This design comes from an exercise in tuning for small area on the open sky130 flow, not from production work.
RTL that was checked went through simulation tests only; none was proved equivalent to the original.
Power and IR drop assume default switching activity.

## trap_unit
module trap_unit (
  input  logic                               clk,
  input  logic                               reset,
  input  logic                               stall_n,
  input  logic                               hold_flag,
  input  logic                               exception_if,
  input  logic [3:0]                         cause_if,
  input  logic                               exception_id,
  input  logic [3:0]                         cause_id,
  input  logic [trap_pkg::xlen-1:0]          pc_id_ex,
  input  logic                               jump_en,
  input  logic [trap_pkg::xlen-1:0]          jump_addr,
  input  logic                               csr_valid,
  input  logic                               csr_write,
  input  logic [11:0]                        csr_addr,
  input  logic [trap_pkg::xlen-1:0]          csr_wdata,
  input  logic                               mret,
  input  logic [trap_pkg::ext_irq_lines-1:0] irq_lines,
  output logic [trap_pkg::xlen-1:0]          csr_rdata,
  output logic                               trap_taken,
  output logic [trap_pkg::xlen-1:0]          trap_target,
  output logic                               any_interrupt
);
  logic sel_mstatus, sel_mie, sel_mtvec, sel_mepc, sel_mcause, sel_mtval, sel_mip;
  logic sel_cmp_lo, sel_cmp_hi, sel_mask, sel_time_lo, sel_time_hi;
  logic csr_wr;
  assign sel_mstatus = csr_addr == trap_pkg::csr_mstatus_addr;
  assign sel_mie     = csr_addr == trap_pkg::csr_mie_addr;
  ...
For scale: ~1700 cells after synthesis.
==> flow/config.mk <==
export PLATFORM = sky130hd
export DESIGN_NAME = trap_unit
export DESIGN_NICKNAME = trap_unit
export VERILOG_FILES = /design/flow/design.v
export SDC_FILE = /design/flow/constraint.sdc
export NUM_CORES = 4
export LEC_CHECK = 0
export CAP_MARGIN = 20
export CORE_MARGIN = 2
export CORE_UTILIZATION = 40
export SLEW_MARGIN = 20
==> flow/constraint.sdc <==
create_clock -name core_clock -period 5.5 [get_ports {clk}]
set_input_delay 1.1000 -clock core_clock [delete_from_list [all_inputs] [get_ports {clk}]]
set_output_delay 1.1000 -clock core_clock [all_outputs]
set_load 0.01 [all_outputs]
standard.sh (not shown) runs the stock make flow with config.mk's settings and CLKGATE_MAP_FILE= SYNTH_SCRIPT=/design/flow/synth_recipe.tcl, a recipe that flattens the netlist after the stock synthesis.
==> flow/flow/run.sh <==
#!/bin/bash
# Own flow: the standard layout (standard.sh) with
#  - port buffers made from the smallest buffer cell (buf_1),
#  - a clock tree without dummy loads,
#  - (if flow/area.abc exists) an area-oriented ABC mapping script in the synthesis.
# Each tool's output is logged in this folder (standard_flow.log, and ORFS's own logs under orfs/logs).
set -euo pipefail
W=$(pwd)
export OWN_WORK=$W
export OWN_ABC_SCRIPT=$W/flow/area.abc
export BUFFER_PORTS_ARGS="-buffer_cell sky130_fd_sc_hd__buf_1"
export CTS_ARGS="-sink_clustering_enable -repair_clock_nets -dont_use_dummy_load -buf_list sky130_fd_sc_hd__clkbuf_8 -sink_clustering_size 14 -sink_buffer_max_cap_derate 1.0 -sink_clustering_max_diameter 100"
bash standard.sh "SYNTH_SCRIPT=$W/flow/synth_wrap.tcl" "BUFFER_PORTS_ARGS=$BUFFER_PORTS_ARGS" "CTS_ARGS=$CTS_ARGS"  finish > standard_flow.log 2>&1
==> flow/flow/area.abc <==
strash
&get -n
&st
&dch
&nf
&put
topo
stime -c
==> flow/flow/synth_wrap.tcl <==
# The standard flow's synthesis script with Yosys's abc call given the area-oriented ABC script in
# flow/area.abc; every other step (registers included) is the standard synthesis's.
proc abc {args} {
  set i [lsearch -exact $args -script]
  if {$i >= 0} { lset args [expr {$i + 1}] $::env(OWN_ABC_SCRIPT) }
  yosys abc {*}$args
}
source $::env(OWN_WORK)/synth_recipe.tcl
Then changed:
--- a/flow/design.v
+++ b/flow/design.v
@@ -151,29 +151,27 @@
       end
     end
   end
   logic [31:0] wdata_rst0;
   assign wdata_rst0 = reset ? 32'd0 : csr_wdata;
   always_ff @(posedge clk) begin
     mtime[31:0]  <= (reset || (csr_wr && sel_time_lo)) ? wdata_rst0 : mtime_inc[31:0];
     mtime[63:32] <= (reset || (csr_wr && sel_time_hi)) ? wdata_rst0 : mtime_inc[63:32];
   end
   logic [63:0] mtimecmp_n;
   assign mtimecmp = ~mtimecmp_n;
+  logic [31:0] wdata_n_rst0;
+  assign wdata_n_rst0 = reset ? 32'd0 : ~csr_wdata;
   always_ff @(posedge clk) begin
-    if (reset) begin
-      mtimecmp_n <= '0;
-    end else if (csr_wr) begin
-      if (sel_cmp_lo) mtimecmp_n[31:0]  <= ~csr_wdata;
-      if (sel_cmp_hi) mtimecmp_n[63:32] <= ~csr_wdata;
-    end
+    if (reset || (csr_wr && sel_cmp_lo)) mtimecmp_n[31:0]  <= wdata_n_rst0;
+    if (reset || (csr_wr && sel_cmp_hi)) mtimecmp_n[63:32] <= wdata_n_rst0;
   end
   always_comb begin
     logic ge_blk, gt_blk;
     time_ge = 1'b1;
     for (int k = 0; k < 8; k++) begin
       ge_blk = 1'b1;
       gt_blk = 1'b0;
       for (int j = 0; j < 8; j++) begin
         ge_blk = (mtime[8*k+j] & mtimecmp_n[8*k+j]) | (mtime[8*k+j] & ge_blk) | (mtimecmp_n[8*k+j] & ge_blk);
         gt_blk = (mtime[8*k+j] & mtimecmp_n[8*k+j]) | (mtime[8*k+j] & gt_blk) | (mtimecmp_n[8*k+j] & gt_blk);
       end
@@ -247,26 +245,24 @@
   end
   always_ff @(posedge clk) begin
     if (reset) begin
       mie_meie <= 1'b0;
       mie_mtie <= 1'b0;
     end else if (csr_wr && sel_mie) begin
       mie_meie <= csr_wdata[11];
       mie_mtie <= csr_wdata[7];
     end
   end
   always_ff @(posedge clk) begin
-    if (reset) begin
-      mtvec <= '0;
-    end else if (csr_wr && sel_mtvec) begin
-      mtvec <= csr_wdata;
+    if (reset || (csr_wr && sel_mtvec)) begin
+      mtvec <= wdata_rst0;
     end
   end
   always_ff @(posedge clk) begin
     if (reset) begin
       mepc <= '0;
     end else if (trap_taken) begin
       mepc <= jmp_pending[1] ? last_jump_addr : pc_id_ex;
     end else if (csr_wr && sel_mepc) begin
       mepc <= {csr_wdata[31:2], 2'b00};
     end
   end
The changed run went through all stages and came out clean.
Die area hardly moves.
Via count drops by a few percent.
Worst setup slack degrades by 0.12 ns.
Sequential power grows by roughly a tenth.
Total power came out higher by roughly a tenth.
Clock power stays flat.
Function not checked in the second run of this note: the RTL went through the layout flow alone.

## static timing again, ports no longer ideal
The results above use ideal ports. As a check the final layouts listed here were re-extracted and re-timed, cells and wires unchanged.
Step 1 sets driving cells, clkbuf_16 on the clock port and buf_2 on the other inputs (assumed; they add their load-dependent delay and slew).
Step 2 adds t to the input delays and takes it off the output delays; t is the mean of the earliest and latest rising clock arrival at the registers after step 1. Input paths then give back, and output paths get back, about the clock's delay inside the block.
Three values: ideal, step 1, step 2; two values: the first two.
run	t, ns	slack for setup (ns)	slew at the worst register clock pin (ns)
the first run	0.633	0.227 / 0.176 / 0.317	0.10 / 0.10
the second run	0.652	0.107 / 0.058 / 0.045	0.11 / 0.11
After both steps setup and hold are still met in every run listed. For the second run, which loses most, drivers alone change the setup slack by -0.049 ns; drivers and shift together by -0.062 ns.
